This is an optimization exercise on Yosys and OpenROAD, whose aim is small area, a short achievable clock period and few clock cycles, not a production implementation. In this exercise RTL edits were held to simulation tests only and were not proved equivalent to the original.

$ cat constraint.sdc
create_clock -name core_clock -period 9.0 [get_ports {clk_i}]
set_input_delay 1.8000 -clock core_clock [delete_from_list [all_inputs] [get_ports {clk_i}]]
set_output_delay 1.8000 -clock core_clock [all_outputs]
set_load 0.01 [all_outputs]
$ cat config.mk
export PLATFORM = sky130hd
export DESIGN_NAME = edge_midpoint_subdivider
export DESIGN_NICKNAME = edge_midpoint_subdivider
export VERILOG_FILES = /design/flow/design.v
export SDC_FILE = /design/flow/constraint.sdc
export NUM_CORES = 4
export LEC_CHECK = 0
export CAP_MARGIN = 20
export CORE_MARGIN = 2
export CORE_UTILIZATION = 40
export PLACE_DENSITY = 0.6
export SLEW_MARGIN = 20
$ cat run.sh
#!/bin/bash
# synth_recipe.tcl (not shown) runs the flow's synth.tcl, then flattens the netlist and writes it again
# the make line also repeats each setting of config.mk as NAME=value (left out here)
make -C /OpenROAD-flow-scripts/flow DESIGN_CONFIG=/design/flow/config.mk WORK_HOME=/design/flow/orfs CLKGATE_MAP_FILE= SYNTH_SCRIPT=/design/flow/synth_recipe.tcl finish
$ cat design.v
`default_nettype none
package ems_pkg;
  localparam int COORD_W     = 16;                   
  localparam int EXTRA_FRAC  = 6;                    
  localparam int POINT_W     = 22;                   
  localparam int DELTA_W     = 35;                   
  localparam int MAX_DEPTH   = 6;                    
  localparam int DIFF_W      = COORD_W + 1;          
  localparam int SQ_W        = 2 * COORD_W;          
  localparam int SUM_W       = SQ_W + 1;             
  localparam int THR_W       = DELTA_W + 2 * MAX_DEPTH;
  localparam int DEPTH_W     = $clog2(MAX_DEPTH + 1);
  localparam int CNT_W       = MAX_DEPTH + 1;        
  localparam int SHIFT_W     = $clog2(EXTRA_FRAC + 1);
  localparam logic [DELTA_W-1:0] DELTA_RESET = DELTA_W'(4096);
  localparam logic [3:0] OP_LOAD   = 4'd0;
  localparam logic [3:0] OP_DIFF   = 4'd1;
  localparam logic [3:0] OP_SQX    = 4'd2;
  localparam logic [3:0] OP_SQY    = 4'd3;
  localparam logic [3:0] OP_INIT   = 4'd4;
  localparam logic [3:0] OP_TEST   = 4'd5;
  localparam logic [3:0] OP_CAP    = 4'd6;
  localparam logic [3:0] OP_DEEPEN = 4'd7;
  localparam logic [3:0] OP_SETUP  = 4'd8;
  localparam logic [3:0] OP_EMIT   = 4'd9;
  localparam logic [2:0] COND_NEVER     = 3'd0;
  localparam logic [2:0] COND_ALWAYS    = 3'd1;
  localparam logic [2:0] COND_IN_FIRE   = 3'd2;
  localparam logic [2:0] COND_FIT       = 3'd3;
  localparam logic [2:0] COND_KMAX      = 3'd4;
  localparam logic [2:0] COND_LAST_FIRE = 3'd5;
  localparam int NUM_STEPS = 10;
  localparam int STEP_W    = $clog2(NUM_STEPS);
  localparam logic [STEP_W-1:0] STEP_LOAD   = STEP_W'(0);
  localparam logic [STEP_W-1:0] STEP_DIFF   = STEP_W'(1);
  localparam logic [STEP_W-1:0] STEP_SQX    = STEP_W'(2);
  localparam logic [STEP_W-1:0] STEP_SQY    = STEP_W'(3);
  localparam logic [STEP_W-1:0] STEP_INIT   = STEP_W'(4);
  localparam logic [STEP_W-1:0] STEP_TEST   = STEP_W'(5);
  localparam logic [STEP_W-1:0] STEP_CAP    = STEP_W'(6);
  localparam logic [STEP_W-1:0] STEP_DEEPEN = STEP_W'(7);
  localparam logic [STEP_W-1:0] STEP_SETUP  = STEP_W'(8);
  localparam logic [STEP_W-1:0] STEP_EMIT   = STEP_W'(9);
  localparam int CTL_W    = 4 + 3 + 1 + STEP_W;
  localparam int CTL_TGT  = 0;
  localparam int CTL_HOLD = STEP_W;
  localparam int CTL_COND = STEP_W + 1;
  localparam int CTL_OP   = STEP_W + 4;
  localparam int STAT_W        = 5;
  localparam int STAT_LAST     = 0;
  localparam int STAT_KMAX     = 1;
  localparam int STAT_FIT      = 2;
  localparam int STAT_OUT_FIRE = 3;
  localparam int STAT_IN_FIRE  = 4;
  function automatic logic [CTL_W-1:0] ems_rom(input logic [STEP_W-1:0] step);
    logic [CTL_W-1:0] w;
    unique case (step)
      STEP_LOAD:   w = {OP_LOAD, COND_IN_FIRE, 1'b1, STEP_DIFF};
      STEP_DIFF:   w = {OP_DIFF, COND_NEVER, 1'b0, STEP_LOAD};
      STEP_SQX:    w = {OP_SQX, COND_NEVER, 1'b0, STEP_LOAD};
      STEP_SQY:    w = {OP_SQY, COND_NEVER, 1'b0, STEP_LOAD};
      STEP_INIT:   w = {OP_INIT, COND_NEVER, 1'b0, STEP_LOAD};
      STEP_TEST:   w = {OP_TEST, COND_FIT, 1'b0, STEP_SETUP};
      STEP_CAP:    w = {OP_CAP, COND_KMAX, 1'b0, STEP_SETUP};
      STEP_DEEPEN: w = {OP_DEEPEN, COND_ALWAYS, 1'b0, STEP_TEST};
      STEP_SETUP:  w = {OP_SETUP, COND_NEVER, 1'b0, STEP_LOAD};
      STEP_EMIT:   w = {OP_EMIT, COND_LAST_FIRE, 1'b1, STEP_LOAD};
      default:     w = {OP_LOAD, COND_ALWAYS, 1'b0, STEP_LOAD};
    endcase
    ems_rom = w;
  endfunction
endpackage
`default_nettype wire
`default_nettype none
import ems_pkg::*;
module ems_sequencer (
  input  wire logic              clk_i,
  input  wire logic              rst_ni,
  input  wire logic [STAT_W-1:0] stat_i,
  output logic [CTL_W-1:0]       ctl_o
);
  logic [STEP_W-1:0] pc_q, pc_d;
  logic              take;
  logic [2:0]        cond;
  logic              hold;
  logic [STEP_W-1:0] target;
  assign ctl_o  = ems_pkg::ems_rom(pc_q);
  assign cond   = ctl_o[CTL_COND +: 3];
  assign hold   = ctl_o[CTL_HOLD];
  assign target = ctl_o[CTL_TGT +: STEP_W];
  always_comb begin
    unique case (cond)
      COND_NEVER:     take = 1'b0;
      COND_ALWAYS:    take = 1'b1;
      COND_IN_FIRE:   take = stat_i[STAT_IN_FIRE];
      COND_FIT:       take = stat_i[STAT_FIT];
      COND_KMAX:      take = stat_i[STAT_KMAX];
      COND_LAST_FIRE: take = stat_i[STAT_OUT_FIRE] & stat_i[STAT_LAST];
      default:        take = 1'b1;
    endcase
    if (take) begin
      pc_d = target;
    end else if (hold) begin
      pc_d = pc_q;
    end else begin
      pc_d = pc_q + STEP_W'(1);
    end
  end
  always_ff @(posedge clk_i or negedge rst_ni) begin
    if (!rst_ni) begin
      pc_q <= STEP_LOAD;
    end else begin
      pc_q <= pc_d;
    end
  end
endmodule
`default_nettype wire
`default_nettype none
import ems_pkg::*;
module ems_datapath (
  input  wire logic                      clk_i,
  input  wire logic                      rst_ni,
  input  wire logic [CTL_W-1:0]          ctl_i,
  output logic [STAT_W-1:0]              stat_o,
  input  wire logic                      cfg_we_i,
  input  wire logic [DELTA_W-1:0]        cfg_wdata_i,
  input  wire logic                      in_valid_i,
  output logic                           in_ready_o,
  input  wire logic signed [COORD_W-1:0] start_x_i,
  input  wire logic signed [COORD_W-1:0] start_y_i,
  input  wire logic signed [COORD_W-1:0] end_x_i,
  input  wire logic signed [COORD_W-1:0] end_y_i,
  output logic                           out_valid_o,
  input  wire logic                      out_ready_i,
  output logic signed [POINT_W-1:0]      point_x_o,
  output logic signed [POINT_W-1:0]      point_y_o,
  output logic                           last_point_o,
  output logic                           depth_capped_o
);
  logic [3:0]                op;
  logic                      kmax;
  assign op = ctl_i[CTL_OP +: 4];
  logic [DELTA_W-1:0]        delta_q;
  logic signed [COORD_W-1:0] sx_q, sy_q, ex_q, ey_q;
  logic signed [DIFF_W-1:0]  dx_q, dy_q;
  logic [COORD_W-1:0]        ax_q, ay_q;
  logic [SQ_W-1:0]           sqx_q, sqy_q;
  logic [SUM_W-1:0]          sum_q;
  logic [THR_W-1:0]          thr_q;
  logic [DEPTH_W-1:0]        k_q;
  logic                      cap_q;
  logic signed [POINT_W-1:0] px_q, py_q, stx_q, sty_q;
  logic [CNT_W-1:0]          cnt_q;
  logic                      in_fire, out_fire;
  logic [SHIFT_W-1:0]        sh;
  logic signed [POINT_W-1:0] stx_d, sty_d;
  logic [COORD_W-1:0]        sq_arg;
  assign in_ready_o  = (op == OP_LOAD);
  assign out_valid_o = (op == OP_EMIT);
  assign in_fire     = in_valid_i & in_ready_o;
  assign out_fire    = out_valid_o & out_ready_i;
  assign kmax                  = (k_q == DEPTH_W'(MAX_DEPTH));
  assign stat_o[STAT_IN_FIRE]  = in_fire;
  assign stat_o[STAT_OUT_FIRE] = out_fire;
  assign stat_o[STAT_FIT]      = (THR_W'(sum_q) <= thr_q);
  assign stat_o[STAT_KMAX]     = kmax;
  assign stat_o[STAT_LAST]     = (cnt_q == CNT_W'(1));
  assign point_x_o      = px_q;
  assign point_y_o      = py_q;
  assign last_point_o   = (cnt_q == CNT_W'(1));
  assign depth_capped_o = cap_q;
  assign sh    = SHIFT_W'(EXTRA_FRAC) - SHIFT_W'(k_q);
  assign stx_d = POINT_W'(dx_q) <<< sh;
  assign sty_d = POINT_W'(dy_q) <<< sh;
  assign sq_arg = (op == OP_SQX) ? ax_q : ay_q;
  always_ff @(posedge clk_i or negedge rst_ni) begin
    if (!rst_ni) begin
      delta_q <= DELTA_RESET;
    end else if (cfg_we_i) begin
      delta_q <= cfg_wdata_i;
    end
  end
  always_ff @(posedge clk_i or negedge rst_ni) begin
    if (!rst_ni) begin
      cap_q <= 1'b0;
      cnt_q <= '0;
      k_q   <= '0;
    end else begin
      unique case (op)
        OP_INIT: begin
          cap_q <= 1'b0;
          k_q   <= '0;
        end
        OP_CAP:    cap_q <= kmax;
        OP_DEEPEN: k_q   <= k_q + DEPTH_W'(1);
        OP_SETUP:  cnt_q <= CNT_W'(1) << k_q;
        OP_EMIT: begin
          if (out_fire) begin
            cnt_q <= cnt_q - CNT_W'(1);
          end
        end
        default: ;
      endcase
    end
  end
  always_ff @(posedge clk_i) begin
    case (op)
      OP_LOAD: begin
        if (in_fire) begin
          sx_q <= start_x_i;
          sy_q <= start_y_i;
          ex_q <= end_x_i;
          ey_q <= end_y_i;
        end
      end
      OP_DIFF: begin
        dx_q <= DIFF_W'(ex_q) - DIFF_W'(sx_q);
        dy_q <= DIFF_W'(ey_q) - DIFF_W'(sy_q);
        ax_q <= (ex_q >= sx_q) ? COORD_W'(ex_q - sx_q) : COORD_W'(sx_q - ex_q);
        ay_q <= (ey_q >= sy_q) ? COORD_W'(ey_q - sy_q) : COORD_W'(sy_q - ey_q);
      end
      OP_SQX: sqx_q <= SQ_W'(sq_arg) * SQ_W'(sq_arg);
      OP_SQY: sqy_q <= SQ_W'(sq_arg) * SQ_W'(sq_arg);
      OP_INIT: begin
        sum_q <= SUM_W'(sqx_q) + SUM_W'(sqy_q);
        thr_q <= THR_W'(delta_q);
      end
      OP_DEEPEN: thr_q <= thr_q << 2;
      OP_SETUP: begin
        stx_q <= stx_d;
        sty_q <= sty_d;
        px_q  <= (POINT_W'(sx_q) <<< EXTRA_FRAC) + stx_d;
        py_q  <= (POINT_W'(sy_q) <<< EXTRA_FRAC) + sty_d;
      end
      OP_EMIT: begin
        if (out_fire) begin
          px_q <= px_q + stx_q;
          py_q <= py_q + sty_q;
        end
      end
      default: ;
    endcase
  end
endmodule
`default_nettype wire
`default_nettype none
import ems_pkg::*;
module edge_midpoint_subdivider (
  input  wire logic                      clk_i,
  input  wire logic                      rst_ni,
  input  wire logic                      cfg_we_i,
  input  wire logic [DELTA_W-1:0]        cfg_wdata_i,
  input  wire logic                      edge_valid_i,
  output logic                           edge_ready_o,
  input  wire logic signed [COORD_W-1:0] edge_start_x_i,
  input  wire logic signed [COORD_W-1:0] edge_start_y_i,
  input  wire logic signed [COORD_W-1:0] edge_end_x_i,
  input  wire logic signed [COORD_W-1:0] edge_end_y_i,
  output logic                           point_valid_o,
  input  wire logic                      point_ready_i,
  output logic signed [POINT_W-1:0]      point_x_o,
  output logic signed [POINT_W-1:0]      point_y_o,
  output logic                           point_last_o,
  output logic                           point_capped_o
);
  logic [CTL_W-1:0]  ctl;
  logic [STAT_W-1:0] stat;
  ems_sequencer u_seq (
    .clk_i  (clk_i),
    .rst_ni (rst_ni),
    .stat_i (stat),
    .ctl_o  (ctl)
  );
  ems_datapath u_dp (
    .clk_i          (clk_i),
    .rst_ni         (rst_ni),
    .ctl_i          (ctl),
    .stat_o         (stat),
    .cfg_we_i       (cfg_we_i),
    .cfg_wdata_i    (cfg_wdata_i),
    .in_valid_i     (edge_valid_i),
    .in_ready_o     (edge_ready_o),
    .start_x_i      (edge_start_x_i),
    .start_y_i      (edge_start_y_i),
    .end_x_i        (edge_end_x_i),
    .end_y_i        (edge_end_y_i),
    .out_valid_o    (point_valid_o),
    .out_ready_i    (point_ready_i),
    .point_x_o      (point_x_o),
    .point_y_o      (point_y_o),
    .last_point_o   (point_last_o),
    .depth_capped_o (point_capped_o)
  );
endmodule
`default_nettype wire
==> run_summary.xml <==
<?xml version="1.0" encoding="UTF-8"?>
<metrics>
  <group name="timing">
    <metric name="setup_slack" unit="ns">0.535</metric>
    <metric name="skew" unit="ns">0.0544</metric>
    <metric name="unrepaired_setup_endpoints_after_global_routing" unit="">no</metric>
    <metric name="clock.fmax" unit="MHz">118</metric>
    <metric name="drv_slew" unit="">0</metric>
    <metric name="timing.final.crit_share" unit="">0.941</metric>
    <metric name="max_slew_margin" unit="">0.296</metric>
    <metric name="setup_total_negative_slack" unit="ns">0</metric>
    <metric name="hold_viol_final" unit="">0</metric>
    <metric name="setup-violations-final" unit="">0</metric>
    <metric name="time_the_worst_path_needs_with_i_o_delays_and_setup" unit="ns">8.47</metric>
    <metric name="max_slew.worst_pin.slew" unit="ns">1.06</metric>
  </group>
  <group name="logic_synthesis">
    <metric name="synth_edf_count" unit="">358</metric>
    <metric name="synthesis.area" unit="um2">31000</metric>
    <metric name="synthesis.instances" unit="">2963</metric>
    <metric name="yosysTopAreaCellShare" unit="">0.347</metric>
    <metric name="synth_top_cell_by_area" unit="">edfxtp_1</metric>
    <metric name="yosys.cell_types.count" unit="">79</metric>
    <metric name="synth_fp_nets" unit="">3547</metric>
    <metric name="sequential_share_of_the_synthesized_area" unit="">0.387</metric>
    <metric name="avgSynthCellArea" unit="um2">10.5</metric>
    <metric name="postSynth.topFlopCell" unit="">edfxtp_1</metric>
    <metric name="synth_seq_cells" unit="">408</metric>
    <metric name="asyncSetResetFlopFracSynth" unit="">0.123</metric>
    <metric name="synth_area_leaders" unit="">edfxtp_1 35%, ha_1 12%, fa_1 11%, inv_1 4.7%, dfrtp_1 4.0%</metric>
    <metric name="synth_warn" unit="">2</metric>
  </group>
  <group name="grt">
    <metric name="grt_start_max_net_pins" unit="">82</metric>
    <metric name="grt-ovfl-total" unit="">0</metric>
    <metric name="wire_length_of_the_first_global_routing_pass" unit="mm">116</metric>
    <metric name="initial_antenna_violation_count" unit="">1</metric>
    <metric name="groute.usage.overall" unit="">0.186</metric>
    <metric name="grt_pass1_vias" unit="">21500</metric>
  </group>
  <group name="layout">
    <metric name="share_of_final_layout_standard_cells_stronger_than_drive_strength_1" unit="">0.0713</metric>
    <metric name="insertedDiodeCount" unit="">0</metric>
    <metric name="mostFrequentLayoutCell" unit="">inv_1</metric>
    <metric name="layoutNonFillerInstCount" unit="">4194</metric>
    <metric name="layout.core_utilization" unit="">0.459</metric>
    <metric name="fillers" unit="">7306</metric>
    <metric name="area_growth" unit="%">14.2</metric>
    <metric name="mostFrequentLayoutCells" unit="">386 x inv_1, 358 x edfxtp_1, 307 x ha_1</metric>
    <metric name="num-nets-final" unit="">3699</metric>
  </group>
  <group name="drt">
    <metric name="first_iter_violations" unit="">1413</metric>
    <metric name="wire_per_inst" unit="um">17.5</metric>
    <metric name="drtPass1Iterations" unit="">6</metric>
    <metric name="drc" unit="">0</metric>
    <metric name="routed_wirelength" unit="mm">73.3</metric>
    <metric name="routed_via_density" unit="">5.17</metric>
    <metric name="route.antenna.remaining_nets" unit="">0</metric>
    <metric name="vias" unit="">21700</metric>
  </group>
  <group name="die">
    <metric name="start_util" unit="">0.402</metric>
    <metric name="floorplan.die_area" unit="um2">79700</metric>
    <metric name="core_area" unit="um2">77100</metric>
    <metric name="std_cell_rows" unit="">102</metric>
    <metric name="boundaryPins" unit="">152</metric>
    <metric name="fp.dieH" unit="um">282</metric>
    <metric name="die_x" unit="um">282</metric>
  </group>
  <group name="place">
    <metric name="placement.io_buffers" unit="">151</metric>
    <metric name="placement.setup.worst_slack" unit="ns">0.466</metric>
    <metric name="dpl.cell_count" unit="">4103</metric>
    <metric name="post-dp-hpwl" unit="mm">56.9</metric>
    <metric name="gp_routability_congestion" unit="">0.848</metric>
  </group>
  <group name="cts">
    <metric name="cts_setup_buffers" unit="">0</metric>
    <metric name="cell_chosen_for_the_clock_root" unit="">clkbuf_16</metric>
    <metric name="maximum_count_of_clock_buffers_along_a_single_path" unit="">3</metric>
    <metric name="cts-htree-levels" unit="">2</metric>
    <metric name="cts.reportedPaths.clkPinSlew" unit="ns">0.06</metric>
    <metric name="clock_latency_on_the_worst_skew_pair" unit="ns">0.62</metric>
    <metric name="cts_made_buffers" unit="">50</metric>
    <metric name="numClockSinks" unit="">408</metric>
    <metric name="cts_tree" unit="">yes</metric>
    <metric name="post_cts_resized" unit="">0</metric>
    <metric name="post_cts_hold_buffer_count" unit="">0</metric>
  </group>
  <group name="hold_path">
    <metric name="min-delay-path-class" unit="">flip-flop to flip-flop</metric>
    <metric name="holdPathStages" unit="">1</metric>
  </group>
  <group name="worst_setup_path">
    <metric name="crit_path_start_kind" unit="">flip-flop</metric>
    <metric name="worst-r2r-cell-count" unit="">26</metric>
    <metric name="worst-path-max-fanout" unit="">21</metric>
    <metric name="setup.worst_path.class" unit="">flip-flop to flip-flop</metric>
    <metric name="critical_path_arrival" unit="ns">8.82</metric>
    <metric name="crit_path_end_kind" unit="">flip-flop</metric>
    <metric name="setup.reg_to_reg.worst_slack" unit="ns">0.53</metric>
    <metric name="worst_ep_required_time" unit="ns">9.35</metric>
  </group>
  <group name="run">
    <metric name="max-cap-violations" unit="">0</metric>
  </group>
  <group name="status">
    <metric name="result_of_the_run" unit="">complete, no violations</metric>
  </group>
</metrics>
state kept, by name, indices dropped and copies added, names as in the netlist, 22 cells and up:
name / flops
u_dp.stx_q: 22
u_dp.thr_q: 47
u_dp.py_q: 22
u_dp.px_q: 22
u_dp.delta_q: 35
u_dp.sum_q: 33
u_dp.sqx_q: 31
u_dp.sqy_q: 31
u_dp.sty_q: 22
synth_stat cells, types with 9 or more instances:
library cell	n
inv_1	387
edfxtp_1	358
ha_1	308
nand2_1	245
nor2_1	224
fa_1	172
o21ai_0	163
a21oi_1	133
xnor2_1	106
a21o_1	86
mux2_2	75
clkbuf_1	65
mux2i_1	53
xor2_1	50
dfrtp_1	49
nor3_1	46
nand3_1	40
nor2b_1	32
a211oi_1	26
a31oi_1	26
and2_1	25
o21a_1	21
o21bai_1	21
o31ai_1	19
nand4_1	17
nand2b_1	16
or2_2	14
nor4_1	13
o211ai_1	13
or3_1	12
a21boi_0	9
and3_1	9
buf_1	9
path summary, 6_finish.rpt:
path                                              start                      endpoint
max                           u_seq.pc_q[1]$_DFFE_PN0P_      u_dp.sqy_q[31]$_DFFE_PN_
min                        u_dp.delta_q[23]$_DFFE_PN0P_  u_dp.delta_q[23]$_DFFE_PN0P_
max reg2reg                   u_seq.pc_q[1]$_DFFE_PN0P_      u_dp.sqy_q[31]$_DFFE_PN_
min reg2reg                u_dp.delta_q[23]$_DFFE_PN0P_  u_dp.delta_q[23]$_DFFE_PN0P_
max in group asynchronous                        rst_ni  u_dp.delta_q[15]$_DFFE_PN0P_
min in group asynchronous                        rst_ni     u_dp.cnt_q[5]$_DFFE_PN0P_
critical path, cell delays in order (launching register included):
cell and delay (ns):
dfrtp_1 0.55, inv_1 0.22, nor4_2 0.39, buf_4 0.38, mux2i_1 0.59, inv_1 0.38, nand2_1 0.19, inv_1 0.08
fa_1 0.50, inv_1 0.05, fa_1 0.47, inv_1 0.05, fa_1 0.51, fa_1 0.43, fa_1 0.54, inv_1 0.05
fa_1 0.52, inv_1 0.04, ha_1 0.35, a21oi_1 0.18, o21ai_0 0.17, a211oi_2 0.36, o21ai_1 0.18, a221o_1 0.37
a41o_1 0.28, o31ai_2 0.25, xnor2_1 0.12
kinds of logic (layout without fill, tap and decap cells):
family                   after synthesis  after routing  synth area share
adder cells (fa/ha/maj)              480            480             0.235
flip-flops                           408            408             0.387
multiplexers                         132            132            0.0473
XOR/XNOR                             156            156            0.0441
AND/OR/NAND/NOR                      712            712             0.104
AO/OA/AOI/OAI                        597            597             0.124
buffers and inverters                478            669            0.0583
cell type report:
| class | instances | area (um2) | share of cell area |
|---|---|---|---|
| Multi-Input combinational cell | 2077 | 17300 | 0.487 |
| Sequential cell | 408 | 12000 | 0.339 |
| Timing Repair Buffer | 182 | 1740 | 0.0491 |
| Inverter | 396 | 1490 | 0.0420 |
| Clock buffer | 64 | 1310 | 0.0371 |
| Tap cell | 1040 | 1300 | 0.0368 |
| Clock inverter | 27 | 307 | 0.00866 |
metrics by stage:
step | area (um2) | hold WS (ns)
final | 35400 | 0.506
after global routing | 35400 | 0.524
after CTS | 35400 | 0.510
after detailed placement | 33800 | 0.490
after global placement | 33800 | 0.486
after floorplan | 31000 | 0.461
metal layers:
| metal | routed length (um) | track usage | part of all wire |
|---|---|---|---|
| met3 | 3900 | 0.0295 | 0.053 |
| met5 | 0 | 0 | 0 |
| met4 | 1600 | 0.0498 | 0.022 |
| met2 | 33800 | 0.301 | 0.46 |
| met1 | 34000 | 0.259 | 0.46 |
Testbench counts, summed over its fixed seeds: cycles 30,146.

port drivers added, routing unchanged:
How much do the figures lean on ideal ports? The routed layout below was timed once more, with nothing changed but the port constraints. Step 1 assumes that a clkbuf_16 drives the clock port and a buf_2 every other input. Step 2 adds t to the input delays and takes it off the output delays; t is the mean of the earliest and latest rising clock arrival at the registers after step 1. Input paths then give back, and output paths get back, about the clock's delay inside the block. a / b / c = ideal ports / drivers / drivers and shift; a / b = the first two.
t, ns: 0.657
slack for setup (ns): 0.535 / 0.535 / 0.535
pins driven straight from the clock port: 1
After both steps this run still meets setup and hold. For this run, drivers alone change the setup slack by 0.000 ns; drivers and shift together by 0.000 ns.
